Background: an optimization exercise with open tools, aiming at small area and a short achievable clock period. Do not read the settings as production practice.
At most, simulation tests tie the RTL to the original design; equivalence was not proved.

// mac_pipe_real
module mac_pipe_real
#(
  parameter int N_CH       = 4,
  parameter int PIPE_DEPTH = 2,
  parameter int a_width    = 16,
  parameter int a_exponent = -8,
  parameter int b_width    = 16,
  parameter int b_exponent = -8,
  parameter int c_width    = 24,
  parameter int c_exponent = -12
) (
  input  logic                      clk,
  input  logic                      rst,
  input  logic                      cke,
  input  logic                      mode,
  input  logic                      clr,
  input  logic                      in_valid,
  input  logic [N_CH*a_width-1:0]   a,
  input  logic [N_CH*b_width-1:0]   b,
  output logic                      out_valid,
  output logic [N_CH*c_width-1:0]   c,
  output logic [N_CH-1:0]           sat
);
  logic                    s1_vld;
  logic                    s1_clr;
  logic                    s1_mode;
  logic [27:0]             s1_cs0 [N_CH];
  logic [27:0]             s1_cs1 [N_CH];
  logic [N_CH-1:0]         s1_cin;
  ...
Settings: LEC_CHECK=0, ABC_AREA=1, CAP_MARGIN=20, CORE_MARGIN=2, CORE_UTILIZATION=40, SLEW_MARGIN=20, TNS_END_PERCENT=5; clock period 10.0 ns.
standard.sh (not shown) runs the stock make flow with config.mk's settings and CLKGATE_MAP_FILE= SYNTH_SCRIPT=/design/flow/synth_recipe.tcl, a recipe that flattens the netlist after the stock synthesis.
==> flow/flow/run.sh <==
#!/bin/bash
set -e
export SETUP_SLACK_MARGIN=5.5
export BUFFER_PORTS_ARGS="-buffer_cell sky130_fd_sc_hd__buf_4"
bash standard.sh finish > standard.log 2>&1
The first run passed the timing, design-rule and antenna checks.
==> next run, changes <==
==> flow/run.sh (new file) <==
#!/bin/bash
# synth_recipe.tcl (not shown) runs the flow's synth.tcl, then flattens the netlist and writes it again
# the make line also repeats each setting of config.mk as NAME=value (left out here)
make -C /OpenROAD-flow-scripts/flow DESIGN_CONFIG=/design/flow/config.mk WORK_HOME=/design/flow/orfs CLKGATE_MAP_FILE= SYNTH_SCRIPT=/design/flow/synth_recipe.tcl finish
- SETUP_SLACK_MARGIN: default -> 5
removed: flow/flow/run.sh
removed: flow/standard.sh
The changed run finished clean.
Global-route usage decreases by 0.53 points.
Die area stays the same.
Wire length decreases by 3.3%.
Sequential cell count stays the same.
Cell count decreases by 1.2%.
Non-clock buffer count decreases by 72.
Register-to-register slack is worse by 0.31 ns.
==> next run, changes <==
- CORE_UTILIZATION: 40 -> 60
Outcome: Final area decreases by 0.74%; routed wire length is lower by 2.2%; global-route usage goes up by 9.7 points; core utilization increases by 23 points; setup slack got worse by 0.034 ns; non-clock buffer count goes up by 27; fmax shrinks by 0.66%.
No run of this note included a check of the RTL's function; only the layout flow was run.

---

Another version of the RTL of mac_pipe_real (not shown whole).
Size in the first run: roughly 4,700 cells after synthesis, about 330 flip-flops, ~39,000 um2 of cells after synthesis.
Settings: LEC_CHECK=0, ABC_AREA=1, CAP_MARGIN=20, CORE_MARGIN=2, CORE_UTILIZATION=40, SLEW_MARGIN=20; clock period 10.0 ns.
run.sh (not shown) runs the stock make flow with config.mk's settings and CLKGATE_MAP_FILE= SYNTH_SCRIPT=/design/flow/synth_recipe.tcl, a recipe that flattens the netlist after the stock synthesis.
Stock flow here: none of the scripts above is used.
The starting point completed without violations.
Rerun with:
Settings changed: SETUP_SLACK_MARGIN set to 5.
Outcome: Final area is higher by 27%; critical path depth is higher by 1; routed wire length is higher by 19%; register-to-register slack gains 2100 ps; utilization is higher by 12 points.
Rerun with:
Settings changed: ABC_AREA 1 to not set, SETUP_SLACK_MARGIN 5 to not set.
Clock skew is lower by 7.5 ps.
Utilization went down by 13 points.
Synthesized cell count grows by about a fifth.
Sequential share of layout area grows by 1.7 points.
Non-clock buffer count goes down by 403.
Routed wire length stays flat.

---

== v25 ==
RTL: one of the versions met above, not the one the previous note started from.
Size: about 4500 cells after synthesis, roughly 240 I/O pins, roughly 0.042 mm^2 of cells after synthesis.
Design mac_pipe_real, start of the top module:
module mac_pipe_real
#(
  parameter int N_CH       = 4,
  parameter int PIPE_DEPTH = 2,
  parameter int a_width    = 16,
  parameter int a_exponent = -8,
  parameter int b_width    = 16,
  parameter int b_exponent = -8,
  parameter int c_width    = 24,
  parameter int c_exponent = -12
) (
  input  logic                      clk,
  input  logic                      rst,
  input  logic                      cke,
  input  logic                      mode,
  input  logic                      clr,
  input  logic                      in_valid,
  input  logic [N_CH*a_width-1:0]   a,
  input  logic [N_CH*b_width-1:0]   b,
  output logic                      out_valid,
  output logic [N_CH*c_width-1:0]   c,
  output logic [N_CH-1:0]           sat
);
  logic                    s1_vld;
  logic                    s1_clr;
  logic                    s1_mode;
  logic [27:0]             s1_cs0 [N_CH];
  logic [27:0]             s1_cs1 [N_CH];
  logic [N_CH-1:0]         s1_cin;
  logic [27:0]             mul_cs0 [N_CH];
  logic [27:0]             mul_cs1 [N_CH];
  logic [N_CH-1:0]         mul_cin;
  always_ff @(posedge clk) begin
    if (rst) begin
      s1_vld <= 1'b0;
      s1_clr <= 1'b0;
    end else if (cke) begin
      s1_vld <= in_valid;
      s1_clr <= clr;
    end
  end
  for (genvar k = 0; k < N_CH; k++) begin : g_mul
    mac_mul_cs u_mul (
      .a   (a[k*a_width +: a_width]),
  ...
export LEC_CHECK = 0
export ABC_AREA = 1
export CAP_MARGIN = 20
export CORE_MARGIN = 2
export CORE_UTILIZATION = 40
export SLEW_MARGIN = 20
export TNS_END_PERCENT = 5
create_clock -name core_clock -period 10.0 [get_ports {clk}]
standard.sh (not shown) runs the stock make flow with config.mk's settings and CLKGATE_MAP_FILE= SYNTH_SCRIPT=/design/flow/synth_recipe.tcl, a recipe that flattens the netlist after the stock synthesis.
==> flow/flow/run.sh <==
#!/bin/bash
set -e
export SETUP_SLACK_MARGIN=6.0
export BUFFER_PORTS_ARGS="-buffer_cell sky130_fd_sc_hd__buf_4"
R=orfs/results/sky130hd/mac_pipe_real/base
bash standard.sh synth > synth.log 2>&1
python3 flow/polarity.py $R/1_2_yosys.v > polarity.log 2>&1
rm -f $R/1_synth.odb $R/1_synth.sdc
bash standard.sh finish > standard.log 2>&1
Other scripts of this flow, unchanged in this note and not shown: flow/flow/polarity.py
The final layout from v25, which completed every stage, passed the timing, design-rule and antenna checks at the end of the flow.
The inputs of v23 differ from those of v25 as listed below.
-- flow/flow/run.sh --
<<< v25, line 3
export SETUP_SLACK_MARGIN=6.0
>>> v23, line 3
export SETUP_SLACK_MARGIN=5.5
[summary]
Compared with v25, v23 shows a lower met1 wire length. Diff v25 -> v23 | design area | down by a little under 10%. Setup slack in v23 is smaller than in v25. As of v23, total of plain and repair buffers excluding clock buffers had fallen by more than a quarter compared to v25. v23 ended up with a lower critical path depth than v25 did.
Function was not checked in any run of this note: the RTL went through the layout flow alone.

---

mac_pipe_real, a different RTL version from the one above (not shown whole).
Size: roughly 4,100 cells after synthesis, ~240 I/O pins.
clock: 10.0 ns
lec_check: 0
abc_area: 1
abc_clock_period_in_ps: 3000
cap_margin: 20
core_margin: 2
core_utilization: 40
slew_margin: 20
tns_end_percent: 20
==> flow/flow/run.sh <==
#!/bin/bash
set -e
export SETUP_SLACK_MARGIN=5.5
export BUFFER_PORTS_ARGS="-buffer_cell sky130_fd_sc_hd__buf_2"
R=orfs/results/sky130hd/mac_pipe_real/base
bash standard.sh synth > synth.log 2>&1
python3 flow/polarity.py $R/1_2_yosys.v > polarity.log 2>&1
rm -f $R/1_synth.odb $R/1_synth.sdc
bash standard.sh finish > standard.log 2>&1
Other scripts of this flow, unchanged in this note and not shown: flow/flow/polarity.py
Rerun with:
ABC_CLOCK_PERIOD_IN_PS = not set   (was 3000)
PLACE_DENSITY = 0.75   (was not set)
Effect:
- sequential cell count is unchanged
- critical path depth is unchanged
- die area stays the same
- synthesized cell count stays the same
- cell area increases by about 0.5%
- core utilization increases by 0.25 points
- first-iteration DRC count increases by 26%
- clock skew decreases by 15 ps
- global-route usage barely changes
- hold slack gains 20 ps

---

== run A ==
Starting RTL as in the previous note.
export LEC_CHECK = 0
export ABC_AREA = 1
export CAP_MARGIN = 20
export CORE_MARGIN = 2
export CORE_UTILIZATION = 40
export SLEW_MARGIN = 20
export TNS_END_PERCENT = 20
create_clock -name core_clock -period 10.0 [get_ports {clk}]
==> flow/flow/run.sh <==
#!/bin/bash
set -e
export SETUP_SLACK_MARGIN=5.3
export BUFFER_PORTS_ARGS="-buffer_cell sky130_fd_sc_hd__buf_4"
R=orfs/results/sky130hd/mac_pipe_real/base
bash standard.sh synth > synth.log 2>&1
python3 flow/polarity.py $R/1_2_yosys.v > polarity.log 2>&1
rm -f $R/1_synth.odb $R/1_synth.sdc
bash standard.sh finish > standard.log 2>&1
Other scripts of this flow, unchanged in this note and not shown: flow/flow/polarity.py
Input-level comparison between run B and run A:
diff --git a/flow/flow/run.sh b/flow/flow/run.sh
--- a/flow/flow/run.sh
+++ b/flow/flow/run.sh
@@ -3 +3 @@
-export SETUP_SLACK_MARGIN=5.3
+export SETUP_SLACK_MARGIN=5.5
diff --git a/flow/config.mk b/flow/config.mk
--- a/flow/config.mk
+++ b/flow/config.mk
@@ -13 +13 @@
-export TNS_END_PERCENT = 20
+export TNS_END_PERCENT = 5
Results
Diff run A -> run B | length of routed met3 wiring | increase of 15%
Higher utilization was reported by run B, not run A.
Met2 layer wire length in the routed design essentially unchanged between run B and run A.
Total length of routed wires: run B vs run A up about 0.6%
Summary of run B over run A: via count increased by 345 relative to the old numbers, all-layer global routing usage closely matched the old numbers, area growth from synthesis to final layout increased by 1.5 points relative to the old numbers.
Comparing run A and run B, the lower post-route cell area was measured on run A.
Going from run A to run B, the critical path depth was found to have gone up by 2.
Inputs modified between run B and run C:
diff --git a/flow/config.mk b/flow/config.mk
--- a/flow/config.mk
+++ b/flow/config.mk
@@ -11,0 +12 @@
+export CTS_BUF_LIST = sky130_fd_sc_hd__clkbuf_4 sky130_fd_sc_hd__clkbuf_8
@@ -13 +14 @@
-export TNS_END_PERCENT = 5
+export TNS_END_PERCENT = 20
Results
Run C went all the way through the flow, and no timing, DRC or antenna check failed. [run C vs run B] minimum clock period after layout: higher in run C. Side by side, count of inserted antenna diode cells turned out higher in run C than in run B. Layout overhead on the synthesized area ends up higher on run B.
> inputs changed (run C -> run D)
diff --git a/flow/flow/run.sh b/flow/flow/run.sh
--- a/flow/flow/run.sh
+++ b/flow/flow/run.sh
@@ -3,2 +3,2 @@
-export SETUP_SLACK_MARGIN=5.5
-export BUFFER_PORTS_ARGS="-buffer_cell sky130_fd_sc_hd__buf_4"
+export SETUP_SLACK_MARGIN=5.7
+export BUFFER_PORTS_ARGS="-buffer_cell sky130_fd_sc_hd__buf_2"
diff --git a/flow/config.mk b/flow/config.mk
--- a/flow/config.mk
+++ b/flow/config.mk
@@ -12 +11,0 @@
-export CTS_BUF_LIST = sky130_fd_sc_hd__clkbuf_4 sky130_fd_sc_hd__clkbuf_8
### Flow results
- Run C → run D: number of hold violations in the final report now sits at about the same level; count of nets after finishing now sits higher; number of global-route vias before repair now sits higher; total of cells resized after clock tree synthesis now sits higher; final cell count now sits higher.
- Higher clock network latency to the later pin of the worst-skew pair among run D and run C: run C

re-timing with driven ports:
The flow's constraints put no driver on any port. The routed layouts listed below were extracted and timed again, unchanged, in two steps.
Step 1 (the two cells are an assumption about what drives the block):
set clk [get_ports {clk}]
set_driving_cell -lib_cell sky130_fd_sc_hd__clkbuf_16 $clk
set_driving_cell -lib_cell sky130_fd_sc_hd__buf_2 [delete_from_list [all_inputs] $clk]
Step 2 also shifts input and output timing later by t, the mid clock arrival at the registers, as if the neighbouring blocks saw the same clock.
Three values: ideal, step 1, step 2; two values: the first two.
| run | shift t [ns] | setup WS [ns] | latest minus earliest clock arrival (ns) | worst data-port slew with drivers (ns) | cell pins on the clock port's net |
|---|---|---|---|---|---|
| the first run of note 1 | 0.700 | 5.424 / 5.441 / 4.742 | 0.025 / 0.025 | 0.11 | 1 |
| the second run of note 1 | 0.692 | 4.881 / 4.919 / 4.227 | 0.048 / 0.048 | 0.08 | 1 |
| the third run of note 1 | 0.663 | 4.847 / 4.876 / 4.214 | 0.035 / 0.035 | 0.11 | 1 |
| the first run of note 2 | 0.684 | 2.382 / 2.382 / 2.382 | 0.041 / 0.041 | 0.06 | 1 |
| the second run of note 2 | 0.679 | 4.465 / 4.465 / 4.465 | 0.042 / 0.043 | 0.12 | 1 |
| the third run of note 2 | 0.708 | 1.732 / 1.732 / 1.732 | 0.035 / 0.035 | 0.10 | 1 |
| v25 | 0.702 | 5.526 / 5.491 / 4.789 | 0.032 / 0.031 | 0.18 | 1 |
| v23 | 0.696 | 5.293 / 5.343 / 4.647 | 0.040 / 0.040 | 0.08 | 1 |
| the first run of note 4 | 0.699 | 5.443 / 5.473 / 4.774 | 0.042 / 0.042 | 0.10 | 1 |
| the second run of note 4 | 0.696 | 5.479 / 5.487 / 4.791 | 0.031 / 0.030 | 0.15 | 1 |
| run A | 0.693 | 5.259 / 5.297 / 4.605 | 0.019 / 0.019 | 0.07 | 1 |
| run B | 0.690 | 5.449 / 5.463 / 4.773 | 0.040 / 0.040 | 0.09 | 1 |
| run C | 0.761 | 5.409 / 5.441 / 4.680 | 0.056 / 0.056 | 0.08 | 1 |
| run D | 0.698 | 5.506 / 5.491 / 4.794 | 0.035 / 0.035 | 0.12 | 1 |
After both steps setup and hold are still met in every run listed. The setup slack of v25, which loses most, moves by -0.035 ns with the drivers and by -0.737 ns with both steps.
